From an optimization exercise on the open Yosys and OpenROAD flow, aimed at small area; shortcuts taken in it are not production practice. In this exercise RTL edits were held to simulation tests only and were not proved equivalent to the original. Power is estimated from default activity; no workload was simulated.

## run A
==> flow/design.v <==
package motion_pkg;
  localparam int num_motors = 2;
  localparam int word_bits  = 64;
  localparam int acc_bits   = 16;   
  localparam int dur_bits   = 16;   
  localparam int op_bits    = 8;
  localparam int free_bits  = 4;
endpackage
`timescale 1ns/1ps
module motion_core (
  input  logic       buffered_clk,
  input  logic       resetn_in,
  input  logic       sck,
  input  logic       cs_n,
  input  logic       copi,
  output logic       cipo,
  output logic [1:0] step,
  output logic [1:0] dir,
  output logic [1:0] enable_out,
  output logic       buffer_dtr,
  output logic       move_done
);
  logic rst;
  always_ff @(posedge buffered_clk) begin
    rst <= ~resetn_in;
  end
  logic [2:0]  sck_s;
  logic [2:0]  cs_s;
  logic        sck_rise, sck_fall, cs_rise, cs_fall;
  logic [63:0] rx;           
  logic [6:0]  bit_cnt;      
  logic [3:0]  rise_d;       
  logic        cnt64;
  logic        dec;          
  logic [7:0]  op;
  assign sck_rise = sck_s[1] & ~sck_s[2];
  assign sck_fall = ~sck_s[1] & sck_s[2];
  assign cs_rise  = cs_s[1] & ~cs_s[2];
  assign cs_fall  = ~cs_s[1] & cs_s[2];
  assign cnt64    = bit_cnt[6];
  assign dec      = rise_d[3] & cnt64;
  assign op       = rx[63:56];
  always_ff @(posedge buffered_clk) begin
    if (rst) begin
      sck_s <= '0;
      cs_s  <= '1;
    end else begin
      sck_s <= {sck_s[1:0], sck};
      cs_s  <= {cs_s[1:0], cs_n};
    end
  end
  always_ff @(posedge buffered_clk) begin
    rise_d <= {rise_d[2:0], cs_rise};
    if (sck_rise) begin
      rx <= {rx[62:0], copi};
    end
  end
  always_ff @(posedge buffered_clk) begin
    if (rst || cs_fall) begin
      bit_cnt <= '0;
    end else if (sck_fall && !cnt64) begin
      bit_cnt <= bit_cnt + 7'd1;
    end
  end
  logic       push;
  logic [7:0] last_op;
  logic [7:0] moves_done;
  logic       overflow;
  logic       move_complete;
  logic       full;
  logic       is_enable, is_move, is_clear;
  assign is_enable = op == 8'h01;
  assign is_move   = op == 8'h02;
  assign is_clear  = op == 8'h03;
  always_ff @(posedge buffered_clk) begin
    if (rst) begin
      last_op <= '0;
    end else if (dec) begin
      last_op <= op;
    end
  end
  always_ff @(posedge buffered_clk) begin
    if (rst) begin
      push       <= 1'b0;
      enable_out <= '0;
      moves_done <= '0;
      overflow   <= 1'b0;
    end else begin
      push <= dec & is_move & ~full;
      if (dec & is_enable) begin
        enable_out <= rx[49:48];
      end
      if (dec & is_clear) begin
        moves_done <= '0;
      end else if (move_complete) begin
        moves_done <= moves_done + 8'd1;
      end
      if (dec & is_clear) begin
        overflow <= 1'b0;
      end else if (dec & is_move & full) begin
        overflow <= 1'b1;
      end
    end
  end
  logic [49:0] ring [8];
  logic [2:0]  wr_rel, rd_rel;
  logic        empty;
  logic        pop;
  logic        pend;         
  logic        wr_now;
  logic [3:0]  free_slots;
  logic [49:0] head;
  assign empty      = (wr_rel == rd_rel) & ~full;
  assign free_slots = {empty, rd_rel - wr_rel};
  assign wr_now     = ((wr_rel == 3'd0) & ~full) | (pend & (wr_rel == 3'd1));
  assign head       = ring[rd_rel];
  always_ff @(posedge buffered_clk) begin
    for (int i = 0; i < 7; i++) begin
      ring[i] <= ring[i+1];
    end
    ring[7] <= wr_now ? rx[49:0] : ring[0];
  end
  always_ff @(posedge buffered_clk) begin
    if (rst) begin
      wr_rel <= '0;
      rd_rel <= '0;
      full   <= 1'b0;
      pend   <= 1'b0;
    end else begin
      wr_rel <= wr_rel - {2'b0, ~push};
      rd_rel <= rd_rel - {2'b0, ~pop};
      pend   <= push | (pend & (wr_rel != 3'd1));
      if (pop) begin
        full <= 1'b0;
      end else if (push && (wr_rel + 3'd1) == rd_rel) begin
        full <= 1'b1;
      end
    end
  end
  logic [2:0]  st;
  logic [15:0] rem;
  logic [15:0] inc0, inc1, acc0, acc1;
  logic [4:0]  s0, s1;
  logic [3:0]  r_nib;
  logic        c0, c1;       
  logic        b_in, bw;     
  logic        zf;           
  logic        ld, tick, running, chk, rem_last;
  assign ld       = st == 3'b001;
  assign tick     = st == 3'b111;
  assign running  = st[2] | st[1];
  assign pop      = st == 3'b010;
  assign chk      = st[1] & st[0];
  assign s0       = {1'b0, acc0[3:0]} + {1'b0, inc0[3:0]} + {4'b0, c0};
  assign s1       = {1'b0, acc1[3:0]} + {1'b0, inc1[3:0]} + {4'b0, c1};
  assign step     = {tick & s1[4], tick & s0[4]};
  assign b_in     = (st[1:0] == 2'b00) | bw;
  assign r_nib    = rem[3:0] - {3'b0, b_in};
  assign rem_last = st[2] ? (zf & (r_nib == '0)) : (rem == '0);
  assign move_complete = chk & rem_last;
  always_ff @(posedge buffered_clk) begin
    if (ld) begin
      inc0 <= {head[39:32], head[47:40]};
      inc1 <= {head[23:16], head[31:24]};
      rem  <= {head[7:0], head[15:8]};
    end else begin
      inc0 <= {inc0[3:0], inc0[15:4]};
      inc1 <= {inc1[3:0], inc1[15:4]};
      rem  <= {st[2] ? r_nib : rem[3:0], rem[15:4]};
    end
    acc0 <= st[2] ? {s0[3:0], acc0[15:4]} : '0;
    acc1 <= st[2] ? {s1[3:0], acc1[15:4]} : '0;
    c0   <= st[2] & ~chk & s0[4];
    c1   <= st[2] & ~chk & s1[4];
    bw   <= b_in & (rem[3:0] == '0);
    zf   <= ((st[1:0] == 2'b00) | zf) & (r_nib == '0);
  end
  always_ff @(posedge buffered_clk) begin
    if (rst) begin
      st  <= 3'b000;
      dir <= '0;
    end else begin
      if (ld) begin
        dir <= head[49:48];
      end
      if ((st == 3'b000 && empty) || move_complete) begin
        st <= 3'b000;
      end else if (tick) begin
        st <= 3'b100;
      end else begin
        st <= st + 3'd1;
      end
    end
  end
  assign buffer_dtr = ~full;
  assign move_done  = empty & ~running;
  logic [7:0] md_snap;
  logic [3:0] free_snap;
  logic       busy_snap;
  logic [63:0] status;
  always_ff @(posedge buffered_clk) begin
    if (cs_fall) begin
      md_snap   <= moves_done;
      free_snap <= free_slots;
      busy_snap <= running;
    end
  end
  assign status = {last_op, 40'd0, md_snap, free_snap, overflow, busy_snap, enable_out};
  assign cipo   = ~cnt64 & status[~bit_cnt[5:0]];
endmodule
Settings: LEC_CHECK=0, CAP_MARGIN=20, CORE_MARGIN=2, CORE_UTILIZATION=40, CTS_BUF_LIST=sky130_fd_sc_hd__clkbuf_4 sky130_fd_sc_hd__clkbuf_8, CTS_CLUSTER_DIAMETER=60, CTS_CLUSTER_SIZE=20, SLEW_MARGIN=20; clock period 10.0 ns.
run.sh (not shown) runs the stock make flow with config.mk's settings and CLKGATE_MAP_FILE= SYNTH_SCRIPT=/design/flow/synth_recipe.tcl, a recipe that flattens the netlist after the stock synthesis.
Run A went all the way through synthesis, placement and routing and the layout is clean on timing, DRC and antenna.
The inputs of run B differ from those of run A as listed below.
- changing CTS_BUF_LIST from sky130_fd_sc_hd__clkbuf_4 sky130_fd_sc_hd__clkbuf_8 to sky130_fd_sc_hd__clkbuf_8
- changing CTS_CLUSTER_SIZE from 20 to 16
- changing CTS_CLUSTER_DIAMETER from 60 to 50
==> run notes <==
- Run B against run A: core occupancy in the finished layout increased 0.22 points; clock period minus worst slack decreased 0.020 ns; via count increased 0.78%.
Input changes introduced in run C (baseline for comparison: run B):
- CORE_UTILIZATION now 60, was 40
- CTS_CLUSTER_SIZE no longer set, was 16
- CTS_CLUSTER_DIAMETER no longer set, was 50
Findings:
On number of DRC markers after the initial detailed-route iteration: run C sits below run B. Final cell area: run C above run B. Run C: number of non-filler instances in the completed layout 127 below run B. Of run B and run C, run C shows the higher areal power density over the cells, with run B below it. Lower global placer's final weighted congestion goes to run B over run C. The run showing the greater worst slack on hold paths is run C. Run C gives more first-pass GRT wire length than run B did. Total detailed-routing wirelength (run C vs. run B) increases slightly. Taking run B as the reference, in run C post-layout total power rose by 12%; clock power rose by about 60%.
diff inputs: run C => run D
- CORE_UTILIZATION now 40, was 60
- CTS_CLUSTER_SIZE now 20, previously not set
- CTS_CLUSTER_DIAMETER now 60, previously not set
Findings:
Delta (run D minus run C): routed length on met2 went down, area of the die +about 50%, final clock period utilization by the worst path now sits higher, number of buffers created by CTS lower.
Lower synthesis-to-finish area growth was reported by run D, not run C.
More vias were needed by run C than by run D.
Comparing proportion of power drawn by the clock network for run D and run C, the bigger number came from run C.
Number of vias per cell (run D vs. run C) decreases by a little under 10%
Clock-pin transition on the worst setup and hold timing paths, run D and run C, higher one = run D.
Input-level comparison between run E and run D:
- clearing CTS_CLUSTER_SIZE, which used to be 20
- clearing CTS_BUF_LIST, which used to be sky130_fd_sc_hd__clkbuf_8
- clearing CTS_CLUSTER_DIAMETER, which used to be 60
[summary]
Against run D, run E comes in 0.49 points lower on fraction of the cycle the final worst path needs. Every stage of the flow completed for run E, and the final layout passed the timing, DRC and antenna checks. Row number of global-route vias before repair: run E higher / run D lower. Compared with run D, in run E sequential share of power moved down, signal arrival time at the worst endpoint moved down.


Another version of the RTL of motion_core (not shown whole).
For scale: about 1,200 cells after synthesis, ~610 flip-flops, ~14 I/O pins, ~0.017 mm2 of cells after synthesis.
export LEC_CHECK = 0
export CAP_MARGIN = 20
export CORE_MARGIN = 2
export CORE_UTILIZATION = 40
export SLEW_MARGIN = 20
create_clock -name core_clock -period 10.0 [get_ports {buffered_clk}]
standard.sh (not shown) runs the stock make flow with config.mk's settings and CLKGATE_MAP_FILE= SYNTH_SCRIPT=/design/flow/synth_recipe.tcl, a recipe that flattens the netlist after the stock synthesis.
==> flow/flow/run.sh <==
#!/bin/bash
# Layout flow: the standard ORFS flow, except
#  - the combinational logic is mapped with an area-oriented ABC script
#    (flow/abc_area_map.script) in place of ORFS's delay-oriented one; the
#    rest of synthesis is ORFS's, so the registers are the standard ones,
#    which is checked below against a standard synthesis run first;
#  - CTS uses small clock buffers and no dummy loads;
#  - the ports get single-drive buffers.
# Each tool's output goes to a log file in this folder.
set -euo pipefail
RES=orfs/results/sky130hd/motion_core/base

bash standard.sh synth > synth_standard.log 2>&1
mkdir -p synth_standard
cp $RES/1_2_yosys.v synth_standard/

# 2. The same synthesis with the area mapping script
rm -rf alt_scripts && mkdir alt_scripts
for f in "$FLOW_HOME"/scripts/*; do ln -s "$f" alt_scripts/; done
rm alt_scripts/abc_speed.script
cp flow/abc_area_map.script alt_scripts/abc_speed.script
rm -f $RES/1_2_yosys.v $RES/1_2_yosys.sdc $RES/1_synth.odb $RES/1_synth.sdc
SCRIPTS_DIR=$PWD/alt_scripts bash standard.sh synth > synth_area.log 2>&1

# 3. Both netlists must hold the same registers, by name and cell type
regs() { grep -E '^\s*sky130_fd_sc_hd__(s?e?df|dl)[a-z0-9_]* ' "$1" | awk '{print $1, $2}' | sort; }
regs synth_standard/1_2_yosys.v > regs_standard.txt
regs $RES/1_2_yosys.v > regs_area.txt
if ! cmp -s regs_standard.txt regs_area.txt || [ ! -s regs_standard.txt ]; then
  echo "register mismatch: falling back to the standard synthesis" >> synth_area.log
  rm -f $RES/1_2_yosys.v $RES/1_2_yosys.sdc $RES/1_synth.odb $RES/1_synth.sdc
  bash standard.sh synth > synth_standard_again.log 2>&1
fi

# 4. The rest of the standard flow
export CTS_ARGS="-sink_clustering_enable -repair_clock_nets -sink_clustering_size 10 -sink_clustering_max_diameter 45 -buf_list sky130_fd_sc_hd__clkbuf_4 -dont_use_dummy_load"
export BUFFER_PORTS_ARGS="-buffer_cell sky130_fd_sc_hd__buf_1"
bash standard.sh > flow_make.log 2>&1
==> flow/flow/abc_area_map.script <==
strash
&get -n
&fraig -x
&put
scorr
dc2
strash
&get -n
&dch -f
&nf -R 1000 -p
&put
The starting point finished with timing, DRC and antenna clean.
Rerun with:
--- a/flow/flow/run.sh
+++ b/flow/flow/run.sh
@@ -35,3 +35,3 @@
 # 4. The rest of the standard flow
-export CTS_ARGS="-sink_clustering_enable -repair_clock_nets -sink_clustering_size 10 -sink_clustering_max_diameter 45 -buf_list sky130_fd_sc_hd__clkbuf_4 -dont_use_dummy_load"
+export CTS_ARGS="-sink_clustering_enable -repair_clock_nets -sink_clustering_size 6 -sink_clustering_max_diameter 30 -buf_list sky130_fd_sc_hd__clkbuf_2 -dont_use_dummy_load"
 export BUFFER_PORTS_ARGS="-buffer_cell sky130_fd_sc_hd__buf_1"
Outcome:
- total power climbs by about 0.65%
- via count climbs by 2.5%
- cell area is about the same
- global-route usage climbs by 0.25 points
- register-to-register slack gets better by 40 ps
- sequential share of layout area drops by 0.17 points
- utilization climbs by 0.11 points
Rerun with:
--- a/flow/flow/run.sh
+++ b/flow/flow/run.sh
@@ -35,3 +35,3 @@
 # 4. The rest of the standard flow
-export CTS_ARGS="-sink_clustering_enable -repair_clock_nets -sink_clustering_size 6 -sink_clustering_max_diameter 30 -buf_list sky130_fd_sc_hd__clkbuf_2 -dont_use_dummy_load"
+export CTS_ARGS="-sink_clustering_enable -repair_clock_nets -sink_clustering_size 10 -sink_clustering_max_diameter 45 -buf_list sky130_fd_sc_hd__clkbuf_4 -dont_use_dummy_load"
 export BUFFER_PORTS_ARGS="-buffer_cell sky130_fd_sc_hd__buf_1"
--- a/flow/config.mk
+++ b/flow/config.mk
@@ -9,3 +9,3 @@
 export CORE_MARGIN = 2
-export CORE_UTILIZATION = 40
+export CORE_UTILIZATION = 55
 export SLEW_MARGIN = 20
The new run completed with no timing, DRC or antenna violations.
Worst setup slack gains 310 ps.
Global-route usage rose by 6.4 points.
Final area decreases by 1.3%.
Fmax goes up by 7.0%.
Rerun with:
--- a/flow/flow/run.sh
+++ b/flow/flow/run.sh
@@ -35,3 +35,3 @@
 # 4. The rest of the standard flow
-export CTS_ARGS="-sink_clustering_enable -repair_clock_nets -sink_clustering_size 10 -sink_clustering_max_diameter 45 -buf_list sky130_fd_sc_hd__clkbuf_4 -dont_use_dummy_load"
+export CTS_ARGS="-sink_clustering_enable -repair_clock_nets -sink_clustering_size 20 -sink_clustering_max_diameter 60 -buf_list sky130_fd_sc_hd__clkbuf_8 -tree_buf sky130_fd_sc_hd__clkbuf_4 -dont_use_dummy_load"
 export BUFFER_PORTS_ARGS="-buffer_cell sky130_fd_sc_hd__buf_1"
--- a/flow/config.mk
+++ b/flow/config.mk
@@ -9,3 +9,3 @@
 export CORE_MARGIN = 2
-export CORE_UTILIZATION = 55
+export CORE_UTILIZATION = 40
 export SLEW_MARGIN = 20
Wire length is lower by 2.1%.
Setup slack improved by 100 ps.
Via count came out lower by 1.9%.
Final cell count increases by 6.7%.
Clock-buffer cell count came out lower by 33.
Non-clock buffer count falls by 2.
Final area goes up by 0.90%.
Clock power stays flat.
Maximum frequency came out higher by 2.4%.
First-iteration DRC count goes up by 7.9%.

==> afterwards: timing with drivers on the ports <==
The flow's constraints put no driver on any port. The routed layouts listed below were extracted and timed again, unchanged, in two steps.
Step 1, drivers: a clkbuf_16 drives buffered_clk and a buf_2 each remaining input, both assumed.
Step 2 adds t to the input delays and takes it off the output delays; t is the mean of the earliest and latest rising clock arrival at the registers after step 1. Input paths then give back, and output paths get back, about the clock's delay inside the block.
Three values: ideal, step 1, step 2; two values: the first two.
| run | t, ns | setup slack, ns | worst slew at a driven data input, ns |
|---|---|---|---|
| run A | 0.645 | 4.746 / 4.693 / 5.338 | 0.03 |
| run B | 0.675 | 4.766 / 4.714 / 5.390 | 0.03 |
| run C | 0.677 | 4.906 / 4.857 / 5.535 | 0.03 |
| run D | 0.649 | 4.747 / 4.694 / 5.343 | 0.03 |
| run E | 0.655 | 4.796 / 4.741 / 5.396 | 0.03 |
| the first run of note 2 | 0.774 | 5.525 / 5.477 / 6.252 | 0.03 |
| the second run of note 2 | 0.990 | 5.226 / 5.182 / 6.172 | 0.03 |
| the third run of note 2 | 0.717 | 5.537 / 5.490 / 6.207 | 0.03 |
| the fourth run of note 2 | 0.611 | 5.640 / 5.592 / 6.204 | 0.03 |
After both steps every run listed still meets setup and hold.
